Context: an optimization exercise on an open-source flow, tuned for small area, a short achievable clock period and few clock cycles per item. The choices shown serve that exercise and are no tape-out recipe. RTL that was checked went through simulation tests only; none was proved equivalent to the original. No activity file was given, so power comes from the tool's default toggle rates.

== v6 ==
==> flow/design.v (excerpt) <==
module round_robin_time_slice_scheduler #(
    parameter int MAX_TASKS = 8
) (
    input  logic        i_clk,
    input  logic        i_rst_n,
    input  logic        i_in_valid,
    output logic        o_in_ready,
    input  logic [1:0]  i_in_action,
    input  logic [2:0]  i_in_slot,
    input  logic [7:0]  i_in_burst,
    input  logic [15:0] i_in_arrival,
    output logic        o_out_valid,
    input  logic        i_out_ready,
    output logic [2:0]  o_out_ran_slot,
    output logic        o_out_idle,
    output logic        o_out_completed,
    output logic [15:0] o_out_completion_time,
    output logic        o_out_all_done,
    input  logic        psel,
    input  logic        penable,
    input  logic        pwrite,
    input  logic [2:0]  paddr,
    input  logic [31:0] pwdata,
    output logic [31:0] prdata,
    output logic        pready
);
For scale: about 2100 cells after synthesis, about 19000 um^2 of cells after synthesis.
Settings: LEC_CHECK=0, ABC_AREA=1, CAP_MARGIN=20, CORE_MARGIN=2, CORE_UTILIZATION=55, CTS_CLUSTER_DIAMETER=80, CTS_CLUSTER_SIZE=20, SLEW_MARGIN=20; clock period 10.0 ns.
standard.sh (not shown) runs the stock make flow with config.mk's settings and CLKGATE_MAP_FILE= SYNTH_SCRIPT=/design/flow/synth_recipe.tcl, a recipe that flattens the netlist after the stock synthesis.
==> flow/flow/run.sh <==
#!/bin/bash
set -euo pipefail
bash standard.sh SETUP_SLACK_MARGIN=7 "BUFFER_PORTS_ARGS=-buffer_cell sky130_fd_sc_hd__buf_2" finish > standard_flow.log 2>&1
Testbench counts of v6, summed over its fixed seeds: cycles 6,637, items 6,509.
Input changes introduced in v7 (baseline for comparison: v6):
diff --git a/flow/design.v b/flow/design.v
--- a/flow/design.v
+++ b/flow/design.v
@@ -98,38 +98,40 @@
     logic [7:0]  in_slot_oh;
     logic [7:0]  one, cand, run_oh, hi, g_hi, g_all, g, slot_oh, act_m;
     logic [7:0]  nz_next, ptr_oh_nxt;
     logic        cont, have, completed, slice_end;
     logic        ge_c, ge_n;
     logic [2:0]  p, ptr_nxt;
     logic [7:0]  q_eff, qm1, slice_c, slice_inc;
     logic [15:0] time_inc, time_d;
     logic        due_same, due_inc, due_zero;
+    logic [15:0] arr_m1;
     logic        a_empty, a_last, ad_next;
     assign in_load = (i_action == rrts_pkg::ACT_LOAD);
     always_comb begin
         for (int i = 0; i < 8; i++) in_slot_oh[i] = (i_slot == 3'(i));
     end
+    assign arr_m1 = i_arrival - 16'd1;
     assign due_same = (i_arrival <= r_time);
-    assign due_inc  = (i_arrival <= time_inc);
+    assign due_inc  = due_zero || (arr_m1 <= r_time);
     assign due_zero = (i_arrival == 16'd0);
     always_ff @(posedge i_clk) begin
         if (i_acc) begin
             r_action <= i_action;
             r_slot   <= i_slot;
             r_due    <= (i_exec && is_tick) ? due_inc : (i_exec && is_rst) ? due_zero : due_same;
         end
     end
     always_ff @(posedge i_clk) begin
         for (int i = 0; i < 8; i++) begin
             if (i_acc && in_load && in_slot_oh[i]) begin
                 r_burst[i] <= i_burst;
-                r_arr[i]   <= i_arrival;
+                r_arr[i]   <= arr_m1;
             end
         end
     end
     always_ff @(posedge i_clk) begin
         if (!i_rst_n) begin
             r_bnz <= 8'd0;
         end else begin
             for (int i = 0; i < 8; i++) begin
                 if (i_acc && in_load && in_slot_oh[i]) r_bnz[i] <= (i_burst != 8'd0);
@@ -208,20 +210,20 @@
             else              nz_next[i] = r_nz[i];
         end
     end
     always_ff @(posedge i_clk) begin
         if (i_exec) begin
             for (int i = 0; i < 8; i++) begin
                 if ((is_load && slot_oh[i]) || is_rst) r_rem[i] <= r_burst[i];
                 else if (is_tick && g[i])              r_rem[i] <= r_rem[i] - 8'd1;
                 if (is_load && slot_oh[i])             r_ready[i] <= r_due;
-                else if (is_rst)                       r_ready[i] <= (r_arr[i] == 16'd0);
-                else if (is_tick && (r_arr[i] == time_inc)) r_ready[i] <= 1'b1;
+                else if (is_rst)                       r_ready[i] <= (r_arr[i] == 16'hFFFF);
+                else if (is_tick && (r_arr[i] == r_time)) r_ready[i] <= 1'b1;
             end
         end
     end
     always_ff @(posedge i_clk) begin
         if (!i_rst_n) begin
             r_nz    <= 8'd0;
             r_time  <= 16'd0;
             r_ptr   <= 3'd0;
             r_run   <= 3'd0;
[summary]
Placer congestion estimate ended up 7.2% lower on v7 than on v6. Wire length reported by the detailed router in v7 is 190 um above v6. [compare] base=v6 new=v7: post-route DRC violation count did not really move, slew at the pin with the worst max-slew slack went up, power attributed to combinational cells went down, wire length on met3 went up. The lower design area of v6 and v7 is in v6. v7 reports its origin of the worst setup path as i_in_arrival[0] while v6 reports i_in_action[1]. Changes observed in v7 relative to v6: final period utilization climbed 12 points; mean instance size in the synthesized netlist rose 0.21 um^2; width of the die lower.
The RTL of v7 was laid out without a check of its function.

## port drivers added, routing unchanged
The flow's constraints put no driver on any port. The routed layouts listed below were extracted and timed again, unchanged, in two steps. Step 1 sets driving cells, clkbuf_16 on the clock port and buf_2 on the other inputs (assumed; they add their load-dependent delay and slew). Step 2 moves the port delays by t, midway between the first and last clock arrival at a register: inputs arrive t later, outputs are due t later. That takes back most of the time a late clock gives input paths. Three values: ideal ports, drivers, drivers and shift; two values: the first two.
run	t (ns)	setup WS [ns]	latest minus earliest clock arrival (ns)
v6	0.615	6.876 / 6.853 / 6.295	0.022 / 0.023
v7	0.613	5.652 / 5.669 / 5.056	0.017 / 0.017
After both steps setup and hold are still met in every run listed. For v7, which loses most, drivers alone change the setup slack by +0.017 ns; drivers and shift together by -0.596 ns.
